Source: an optimization exercise on an open RTL-to-GDS flow (aim: small area, a short achievable clock period and few clock cycles per item). Production flows keep margins and buffers that such runs may drop.
In this exercise RTL edits were held to simulation tests only and were not proved equivalent to the original.
Power figures rest on the tool's default switching activity, not on a simulated workload.

<file path="design.v">
`default_nettype none
package ephs_pkg;
    localparam int RATE_W  = 16;
    localparam int PICK_W  = 16;
    localparam int MOVER_W = 4;
    localparam int LAND_W  = 6;
    localparam int SUM_W   = 21;
    localparam logic [RATE_W-1:0] RATE_RESET = 16'd256;
    localparam logic CMD_RESTART = 1'b0;
    localparam logic CMD_HOP     = 1'b1;
    localparam logic REG_LEFT_RATE  = 1'b0;
    localparam logic REG_RIGHT_RATE = 1'b1;
    typedef logic [3:0] t_state;
    localparam t_state ST_INIT = 4'd0;
    localparam t_state ST_IDLE = 4'd1;
    localparam t_state ST_MUL  = 4'd2;
    localparam t_state ST_ADD  = 4'd3;
    localparam t_state ST_TGT  = 4'd4;
    localparam t_state ST_SL   = 4'd5;
    localparam t_state ST_SR   = 4'd6;
    localparam t_state ST_RDM  = 4'd7;
    localparam t_state ST_RDP  = 4'd8;
    localparam t_state ST_UPD  = 4'd9;
    localparam t_state ST_WRM  = 4'd10;
    localparam t_state ST_WRP  = 4'd11;
    localparam t_state ST_DONE = 4'd12;
endpackage
`default_nettype wire
`default_nettype none
module ephs_slot_mem #(
    parameter int DEPTH = 16,
    parameter int WIDTH = 8,
    localparam int AW = (DEPTH > 1) ? $clog2(DEPTH) : 1
) (
    input  wire logic             i_clk,
    input  wire logic             i_we,
    input  wire logic [AW-1:0]    i_waddr,
    input  wire logic [WIDTH-1:0] i_wdata,
    input  wire logic             i_re,
    input  wire logic [AW-1:0]    i_raddr,
    output logic      [WIDTH-1:0] o_rdata
);
    logic [WIDTH-1:0] r_mem [DEPTH];
    logic [WIDTH-1:0] r_rdata;
    always_ff @(posedge i_clk) begin
        if (i_we) begin
            r_mem[i_waddr] <= i_wdata;
        end
    end
    always_ff @(posedge i_clk) begin
        if (i_re) begin
            r_rdata <= r_mem[i_raddr];
        end
    end
    assign o_rdata = r_rdata;
endmodule
`default_nettype wire
`default_nettype none
import ephs_pkg::*;
module exclusion_process_hop_step_unit #(
    parameter int SITES     = 64,
    parameter int PARTICLES = 16
) (
    input  wire logic              i_clk,
    input  wire logic              i_rst_n,
    input  wire logic              i_cfg_we,
    input  wire logic              i_cfg_index,
    input  wire logic [RATE_W-1:0] i_cfg_data,
    input  wire logic              i_in_valid,
    output logic                   o_in_stall,
    input  wire logic              i_cmd,
    input  wire logic [PICK_W-1:0] i_pick,
    output logic                   o_out_valid,
    input  wire logic              i_out_stall,
    output logic [MOVER_W-1:0]     o_mover,
    output logic                   o_went_right,
    output logic [LAND_W-1:0]      o_landing_site,
    output logic [SUM_W-1:0]       o_rate_sum,
    output logic                   o_stuck
);
    localparam int KW        = (PARTICLES > 1) ? $clog2(PARTICLES) : 1;
    localparam int PLACE_MAX = (SITES > PARTICLES) ? SITES : PARTICLES;
    localparam int PW        = $clog2(PLACE_MAX);
    localparam int EW        = PW + 2;
    localparam int CW        = $clog2(PARTICLES + 1);
    localparam int PRW       = CW + RATE_W;
    localparam int TW        = PRW + 1;
    localparam int GW        = TW + PICK_W;
    localparam logic [KW-1:0] LAST_K    = KW'(PARTICLES - 1);
    localparam logic [PW-1:0] LAST_SITE = PW'(SITES - 1);
    localparam logic          LAST_FREE = (PARTICLES < SITES);
    ephs_pkg::t_state r_state;
    ephs_pkg::t_state n_state;
    logic [KW-1:0]   r_k;
    logic            r_dir;
    logic            r_have_item;
    logic            r_final;
    logic            r_moved;
    logic            r_stuck;
    logic [CW-1:0]   r_cnt_l;
    logic [CW-1:0]   r_cnt_r;
    logic [RATE_W-1:0] r_left_rate;
    logic [RATE_W-1:0] r_right_rate;
    logic            r_out_valid;
    logic [PICK_W-1:0] r_pick;
    logic [PRW-1:0]  r_prod_l;
    logic [PRW-1:0]  r_prod_r;
    logic [TW-1:0]   r_total;
    logic [GW-1:0]   r_target;
    logic [TW-1:0]   r_cum;
    logic [EW-1:0]   r_ek;
    logic [EW-1:0]   r_em;
    logic [EW-1:0]   r_new_m;
    logic [EW-1:0]   r_new_p;
    logic [PW-1:0]   r_pn;
    logic [MOVER_W-1:0] r_o_mover;
    logic            r_o_right;
    logic [LAND_W-1:0] r_o_land;
    logic [SUM_W-1:0]  r_o_sum;
    logic            r_o_stuck;
    logic            mem_we;
    logic [KW-1:0]   mem_waddr;
    logic [EW-1:0]   mem_wdata;
    logic            mem_re;
    logic [KW-1:0]   mem_raddr;
    logic [EW-1:0]   mem_rdata;
    ephs_slot_mem #(
        .DEPTH (PARTICLES),
        .WIDTH (EW)
    ) u_slot_mem (
        .i_clk   (i_clk),
        .i_we    (mem_we),
        .i_waddr (mem_waddr),
        .i_wdata (mem_wdata),
        .i_re    (mem_re),
        .i_raddr (mem_raddr),
        .o_rdata (mem_rdata)
    );
    logic            in_xfer;
    logic            out_xfer;
    logic            out_free;
    logic            has_m;
    logic            has_p;
    logic            is_last;
    logic [RATE_W-1:0] slot_rate;
    logic [TW-1:0]   cum_n;
    logic            hit;
    logic [PW-1:0]   p_k;
    logic [PW-1:0]   pn;
    logic [PW:0]     pn_x;
    logic [PW:0]     pn1;
    logic [PW:0]     m_pl1;
    logic [PW:0]     p_pl;
    logic            new_kl;
    logic            new_kr;
    logic            new_mr;
    logic            new_pl;
    logic [CW-1:0]   cnt_l_n;
    logic [CW-1:0]   cnt_r_n;
    logic [KW+MOVER_W-1:0] k_ext;
    logic [PW+LAND_W-1:0]  pn_ext;
    logic [TW+SUM_W-1:0]   tot_ext;
    assign in_xfer  = i_in_valid && !o_in_stall;
    assign out_xfer = r_out_valid && !i_out_stall;
    assign out_free = !(r_out_valid && i_out_stall);
    assign has_m    = (r_k != '0);
    assign has_p    = (r_k != LAST_K);
    assign is_last  = (r_k == LAST_K);
    always_comb begin
        if (r_state == ST_SL) begin
            slot_rate = mem_rdata[1] ? r_left_rate : '0;
        end else begin
            slot_rate = mem_rdata[0] ? r_right_rate : '0;
        end
    end
    assign cum_n = r_cum + TW'(slot_rate);
    assign hit   = {cum_n, {PICK_W{1'b0}}} > r_target;
    assign p_k   = r_ek[EW-1:2];
    assign pn    = r_dir ? (p_k + PW'(1)) : (p_k - PW'(1));
    assign pn_x  = {1'b0, pn};
    assign pn1   = pn_x + (PW+1)'(1);
    assign m_pl1 = {1'b0, r_em[EW-1:2]} + (PW+1)'(1);
    assign p_pl  = {1'b0, mem_rdata[EW-1:2]};
    assign new_kl = (pn != '0) && (!has_m || m_pl1 != pn_x);
    assign new_kr = (pn != LAST_SITE) && (!has_p || p_pl != pn1);
    assign new_mr = (m_pl1 != pn_x);
    assign new_pl = (p_pl != pn1);
    assign cnt_l_n = r_cnt_l + CW'(new_kl) - CW'(r_ek[1])
                   + CW'(has_p && new_pl) - CW'(has_p && mem_rdata[1]);
    assign cnt_r_n = r_cnt_r + CW'(new_kr) - CW'(r_ek[0])
                   + CW'(has_m && new_mr) - CW'(has_m && r_em[0]);
    always_comb begin
        n_state   = r_state;
        mem_we    = 1'b0;
        mem_waddr = r_k;
        mem_wdata = r_new_m;
        mem_re    = 1'b0;
        mem_raddr = r_k + KW'(1);
        case (r_state)
            ST_INIT: begin
                mem_we    = 1'b1;
                mem_wdata = {PW'(r_k), 1'b0, LAST_FREE && is_last};
                if (is_last) begin
                    n_state = r_have_item ? ST_MUL : ST_IDLE;
                end
            end
            ST_IDLE: begin
                if (in_xfer) begin
                    n_state = (i_cmd == CMD_HOP) ? ST_MUL : ST_INIT;
                end
            end
            ST_MUL: n_state = ST_ADD;
            ST_ADD: n_state = r_final ? ST_DONE : ST_TGT;
            ST_TGT: begin
                mem_re    = 1'b1;
                mem_raddr = '0;
                n_state   = (r_total == '0) ? ST_DONE : ST_SL;
            end
            ST_SL: begin
                n_state = hit ? ST_RDM : ST_SR;
            end
            ST_SR: begin
                if (hit) begin
                    n_state = ST_RDM;
                end else if (is_last) begin
                    n_state = ST_DONE;
                end else begin
                    mem_re  = 1'b1;
                    n_state = ST_SL;
                end
            end
            ST_RDM: begin
                mem_re    = has_m;
                mem_raddr = r_k - KW'(1);
                n_state   = ST_RDP;
            end
            ST_RDP: begin
                mem_re  = has_p;
                n_state = ST_UPD;
            end
            ST_UPD: begin
                mem_we    = 1'b1;
                mem_wdata = {pn, new_kl, new_kr};
                n_state   = ST_WRM;
            end
            ST_WRM: begin
                mem_we    = has_m;
                mem_waddr = r_k - KW'(1);
                mem_wdata = r_new_m;
                n_state   = ST_WRP;
            end
            ST_WRP: begin
                mem_we    = has_p;
                mem_waddr = r_k + KW'(1);
                mem_wdata = r_new_p;
                n_state   = ST_MUL;
            end
            ST_DONE: begin
                if (out_free) begin
                    n_state = ST_IDLE;
                end
            end
            default: n_state = ST_IDLE;
        endcase
    end
    always_ff @(posedge i_clk) begin
        if (!i_rst_n) begin
            r_state      <= ST_INIT;
            r_k          <= '0;
            r_dir        <= 1'b0;
            r_have_item  <= 1'b0;
            r_final      <= 1'b0;
            r_moved      <= 1'b0;
            r_stuck      <= 1'b0;
            r_cnt_l      <= '0;
            r_cnt_r      <= CW'(LAST_FREE);
            r_left_rate  <= RATE_RESET;
            r_right_rate <= RATE_RESET;
            r_out_valid  <= 1'b0;
        end else begin
            r_state <= n_state;
            if (i_cfg_we) begin
                case (i_cfg_index)
                    REG_LEFT_RATE:  r_left_rate  <= i_cfg_data;
                    REG_RIGHT_RATE: r_right_rate <= i_cfg_data;
                    default: ;
                endcase
            end
            if (out_xfer) begin
                r_out_valid <= 1'b0;
            end
            case (r_state)
                ST_INIT: begin
                    r_k <= is_last ? '0 : (r_k + KW'(1));
                end
                ST_IDLE: begin
                    if (in_xfer) begin
                        r_have_item <= 1'b1;
                        r_moved     <= 1'b0;
                        r_stuck     <= 1'b0;
                        r_k         <= '0;
                        if (i_cmd == CMD_HOP) begin
                            r_final <= 1'b0;
                        end else begin
                            r_final <= 1'b1;
                            r_cnt_l <= '0;
                            r_cnt_r <= CW'(LAST_FREE);
                        end
                    end
                end
                ST_TGT: begin
                    r_k <= '0;
                    if (r_total == '0) begin
                        r_stuck <= 1'b1;
                    end
                end
                ST_SL: begin
                    if (hit) begin
                        r_dir <= 1'b0;
                    end
                end
                ST_SR: begin
                    if (hit) begin
                        r_dir <= 1'b1;
                    end else if (is_last) begin
                        r_stuck <= 1'b1;
                    end else begin
                        r_k <= r_k + KW'(1);
                    end
                end
                ST_UPD: begin
                    r_cnt_l <= cnt_l_n;
                    r_cnt_r <= cnt_r_n;
                end
                ST_WRP: begin
                    r_final <= 1'b1;
                    r_moved <= 1'b1;
                end
                ST_DONE: begin
                    if (out_free) begin
                        r_out_valid <= 1'b1;
                        r_have_item <= 1'b0;
                    end
                end
                default: ;
            endcase
        end
    end
    assign k_ext   = {{MOVER_W{1'b0}}, r_k};
    assign pn_ext  = {{LAND_W{1'b0}}, r_pn};
    assign tot_ext = {{SUM_W{1'b0}}, r_total};
    always_ff @(posedge i_clk) begin
        if (in_xfer) begin
            r_pick <= i_pick;
        end
        r_prod_l <= PRW'(r_cnt_l) * PRW'(r_left_rate);
        r_prod_r <= PRW'(r_cnt_r) * PRW'(r_right_rate);
        if (r_state == ST_ADD) begin
            r_total <= TW'(r_prod_l) + TW'(r_prod_r);
        end
        if (r_state == ST_TGT) begin
            r_target <= GW'(r_pick) * GW'(r_total);
            r_cum    <= '0;
        end
        if ((r_state == ST_SL || r_state == ST_SR) && !hit) begin
            r_cum <= cum_n;
        end
        if ((r_state == ST_SL || r_state == ST_SR) && hit) begin
            r_ek <= mem_rdata;
        end
        if (r_state == ST_RDP) begin
            r_em <= mem_rdata;
        end
        if (r_state == ST_UPD) begin
            r_pn    <= pn;
            r_new_m <= {r_em[EW-1:1], new_mr};
            r_new_p <= {mem_rdata[EW-1:2], new_pl, mem_rdata[0]};
        end
        if (r_state == ST_DONE && out_free) begin
            r_o_mover <= r_moved ? k_ext[MOVER_W-1:0] : '0;
            r_o_right <= r_moved && r_dir;
            r_o_land  <= r_moved ? pn_ext[LAND_W-1:0] : '0;
            r_o_sum   <= tot_ext[SUM_W-1:0];
            r_o_stuck <= r_stuck;
        end
    end
    assign o_in_stall     = (r_state != ST_IDLE);
    assign o_out_valid    = r_out_valid;
    assign o_mover        = r_o_mover;
    assign o_went_right   = r_o_right;
    assign o_landing_site = r_o_land;
    assign o_rate_sum     = r_o_sum;
    assign o_stuck        = r_o_stuck;
endmodule
`default_nettype wire
</file>
<file path="run.sh">
#!/bin/bash
# synth_recipe.tcl (not shown) runs the flow's synth.tcl, then flattens the netlist and writes it again
# the make line also repeats each setting of config.mk as NAME=value (left out here)
make -C /OpenROAD-flow-scripts/flow DESIGN_CONFIG=/design/flow/config.mk WORK_HOME=/design/flow/orfs CLKGATE_MAP_FILE= SYNTH_SCRIPT=/design/flow/synth_recipe.tcl finish
</file>
<file path="config.mk">
export PLATFORM = sky130hd
export DESIGN_NAME = exclusion_process_hop_step_unit
export DESIGN_NICKNAME = exclusion_process_hop_step_unit
export VERILOG_FILES = /design/flow/design.v
export SDC_FILE = /design/flow/constraint.sdc
export NUM_CORES = 4
export LEC_CHECK = 0
export CAP_MARGIN = 20
export CORE_MARGIN = 2
export CORE_UTILIZATION = 40
export PLACE_DENSITY = 0.6
export SLEW_MARGIN = 20
</file>
<file path="constraint.sdc">
create_clock -name core_clock -period 8.0 [get_ports {i_clk}]
set_input_delay 1.6000 -clock core_clock [delete_from_list [all_inputs] [get_ports {i_clk}]]
set_output_delay 1.6000 -clock core_clock [all_outputs]
set_load 0.01 [all_outputs]
</file>
==> results by group <==
Yosys
  • Most frequent cell after synthesis: nand2_1
  • EDFF count, synth: 305
  • Cell type with the largest total area after synthesis: edfxtp_1
  • Ys async rst share: 0%
  • Commonest cells post-synth: nand2_1, inv_1, fa_1, edfxtp_1, and2_1
  • Yosys warns: 2
  • Syn Nets: approximately 4000
  • Ys flop type: edfxtp_1
  • Syn Area/Cell: roughly 10 um2
  • FF+latch count, synth: 403
  • Largest cells by area after synthesis: edfxtp_1, fa_1, ha_1, nand2_1, dfxtp_1
  • Cells after synthesis: ~3400
  • Yosys cell types: 82
  • Cell Area, Synth: around 34000 um2
  • Sequential share of the synthesized area: between 30% and 40%
  • Synth top area share: between 20% and 30%

CTS
  • Root Driver: clkbuf_16
  • Clock latency (worst-skew pair): 0.63 ns
  • Post-CTS Setup Repair Bufs: 0
  • H-tree depth: 2
  • Clock Tree Buf Depth: 3
  • CTS tree: yes
  • Clock transition at the registers of the reported paths: around 0.06 ns
  • CTS Buf Count: 50
  • CTS sink count: a little over 400

STA
  • Hold Vio Cnt, Final: 0
  • Worst Clk Skew: 0.0664 ns
  • Fin crit period: between 7 and 8 ns
  • Pins over their slew limit: 0
  • Actual slew at the worst max-slew pin: a little over 1 ns
  • Final setup fails: 0
  • Setup TNS: 0 ns
  • Period utilization: between 80 and 90%
  • Unrepaired setup endpoints after global routing: no
  • Fmax: ~140 MHz
  • Hold_ws: 0.444 ns
  • Rel. slew slack: 31.6%

Global route
  • First-pass GRT wire length: between 100000 and 150000 um
  • Gr usage total: between 15 and 20%
  • Largest net degree at the start of global routing: 65
  • Number of global-route vias before repair: roughly 24000
  • Initial antenna violation count: 1
  • GRT overflow: 0

Routing
  • Vias per cell: roughly 5
  • Final wirelength: roughly 83000 um
  • TritonRoute pass-1 iters: 8
  • Via Count: roughly 24000
  • Routed Antenna Nets: 0
  • Initial DRC Count: 1755
  • DRC Markers: 0
  • WL per Instance: roughly 18 um

Setup path
  • Crit path kind: reg -> reg
  • Buf/Inv on CP: 3
  • Worst reg2reg path startpoint: r_state[2]
  • Slowest stage cell, crit path: dfxtp_1
  • Startpoint types: register
  • R2r worst-path depth: 24
  • Crit path cell chain: inv_1 -> nor2_1 -> and3_1 -> a22o_1 -> ha_1 -> inv_1 -> fa_1 -> nor2b_1 -> o31a_1 -> o221a_2 -> o31a_1 -> o211ai_1 -> a31oi_1 -> o211ai_1 -> xnor2_1 -> ha_1 -> nand3_1 -> nor3_1 -> nand2_1 -> nor3_1 -> a31o_2 -> o21ai_0 -> a21oi_2 -> buf_4
  • Crit path required time: 8.25 ns
  • Crit path DAT: 7.42 ns
  • Delay-heaviest family, CP: simple AND/OR/NAND/NOR gates
  • Endpoint class of the critical path: register
  • CP Max Fanout: 22
  • Worst reg2reg endpoint: r_cum[19]
  • R2R setup slack: approximately 0.83 ns
  • Max stage delay on crit path: 0.69 ns

Finish
  • Layout cell share with drive strength beyond 1: 4.14%
  • Nets: just over 4000
  • Post-Layout Inst Area: roughly 37000 um2
  • Area Growth Syn to Fin: 10.7%
  • Antenna Cells: 0
  • Final core utilization: 44.8%
  • Fillers: roughly 8000

Power
  • Power Dens Cells: roughly 130 nW/um2
  • Peak VDD IR: ~0.16 mV
  • PnR Total Power: around 5.0 mW
  • Leak pwr: between 15 and 20 nW

Floorplan
  • Die extent in x: a little under 300 um
  • Core ar.: approximately 84000 um2
  • IO Count: 74
  • Cell Rows: 106
  • Die Y: a little under 300 um
  • Die Area: 87000 um2
  • Starting Density: roughly two fifths

Placement
  • Area post-placement: roughly 36000 um2
  • GP Congestion: between 0.8 and 0.9
  • Port-buffer cells: between 70 and 80
  • Detailed Place HPWL: slightly above 60000 um

Min path
  • Hold Crit Start: r_stuck
  • Hold path depth: 0
  • Hold/Removal Path Class: reg -> reg
  • Worst Hold Endpoint: r_o_stuck

Flow run
  • Max-capacitance violation count: 0

Outcome
  • Status: no timing/DRC/antenna violations
## worst reg2reg max path: stages, from the launching register on
cell and delay, ns:
dfxtp_1 0.69, inv_1 0.20, nor2_1 0.44, and3_1 0.67, a22o_1 0.26, ha_1 0.18, inv_1 0.06, fa_1 0.43
nor2b_1 0.16, o31a_1 0.20, o221a_2 0.22, o31a_1 0.18, o211ai_1 0.15, a31oi_1 0.33, o211ai_1 0.18, xnor2_1 0.16
ha_1 0.30, nand3_1 0.13, nor3_1 0.26, nand2_1 0.15, nor3_1 0.42, a31o_2 0.35, o21ai_0 0.15, a21oi_2 0.14
buf_4 0.34
## logic make-up after synthesis
family                     Yosys count  share of synthesized area (%)
AOI/OAI and AO/OA                  493                           10.0
and+or+nand+nor                   1119                           15.6
xor gates and xnor gates           131                           3.45
buffers and inverters              619                           6.92
muxes                                7                          0.207
adders and majority gates          616                           31.0
DFF                                403                           32.8
## worst max-delay path by stage
stage               slack [ns]        from           end  cells past startpoint
finish                    0.83  r_state[2]     r_cum[19]                     24
global route              0.17  r_state[2]      r_cum[8]                     24
CTS                       0.70  r_state[2]       r_ek[4]                     23
detailed placement        0.71  r_state[2]       r_ek[2]                     23
global placement          0.76  r_state[2]       r_ek[3]                     23
floorplan                 1.83  r_total[9]  r_target[37]                     22
## area by class of cell
| cell class | count | area (um2) | area share (%) |
|---|---|---|---|
| multi-input cells | 2366 | 20500 | 54.6 |
| flip-flops and latches | 403 | 11100 | 29.7 |
| inverters | 485 | 1820 | 4.85 |
| well taps | 1134 | 1420 | 3.78 |
| clock buffers | 63 | 1330 | 3.55 |
| repair buffers | 107 | 986 | 2.63 |
| clock inverters | 28 | 339 | 0.904 |
## flip-flops by register name, summed over array words and instances, names as in the netlist, 8 cells and up
name,count
r_ek,8
r_o_sum,21
r_prod_r,21
r_new_p,8
r_em,8
r_right_rate,16
u_slot_mem.r_rdata,8
r_pick,16
u_slot_mem.r_mem,128
r_cum,22
r_left_rate,16
r_prod_l,21
r_new_m,8
r_target,38
r_total,22
## placed cells by master (no fill, tap or decap), types with 12 or more instances in the layout
cell type,count
a211oi_1,41
a21boi_0,40
a21o_1,41
a21oi_1,107
a22o_1,17
a31oi_1,30
and2_1,278
and3_1,14
buf_4,34
clkbuf_16,50
clkdlybuf4s50_1,73
dfxtp_1,98
edfxtp_1,305
fa_1,371
ha_1,245
inv_1,484
nand2_1,541
nand2b_1,13
nand3_1,45
nand4_1,12
nor2_1,117
nor2b_1,25
nor3_1,30
o211ai_1,18
o21a_1,23
o21ai_0,65
xnor2_1,90
xor2_1,39
## metrics by stage
step / cells / setup WS (ns)
3_3_place_gp: 4495 / 0.756
3_5_place_dp: 4495 / 0.713
5_1_grt: 4586 / 0.165
2_1_floorplan: 3388 / 1.83
6_report: 4586 / 0.832
4_1_cts: 4586 / 0.701
## metal layers
metal | GRT usage, % | up-vias | share of wire, %
li1 | - | 11181 | -
met1 | 28.8 | 11630 | 47
met2 | 31.4 | 629 | 45
met3 | 2.74 | 89 | 6.0
met4 | 4.08 | 0 | 1.7
met5 | 0 | - | 0
## where the power goes
group	switching (mW)	leakage, nW	total [mW]	internal, mW
clock	0.945	0.814	2.30	1.35
sequential	0.0330	3.50	2.30	2.27
combinational	0.233	12.2	0.378	0.145
total	1.21	16.5	4.97	3.76
## repair_timing
action	4_1_cts	5_1_grt
hold buffers	0	0
endpoints found under the setup margin	0	8
resized for setup	0	1
endpoints found under the hold margin	0	0
Testbench counts, summed over its fixed seeds: cycles 312,978, items 8,982.

## static timing again, ports no longer ideal
The results above use ideal ports. As a check the final layout listed here was re-extracted and re-timed, cells and wires unchanged.
Step 1 assumes that a clkbuf_16 drives the clock port and a buf_2 every other input.
Step 2, shift: input delay + t, output delay - t, t = (earliest + latest rising clock arrival at the registers) / 2. This alone moves slack from input paths to output paths.
Three values: ideal, step 1, step 2; two values: the first two.
t, ns: 0.663
slack for setup (ns): 0.832 / 0.832 / 0.832
latest minus earliest clock arrival (ns): 0.067 / 0.066
After both steps setup and hold are still met in this run. The setup slack of this run moves by 0.000 ns with the drivers and by 0.000 ns with both steps.
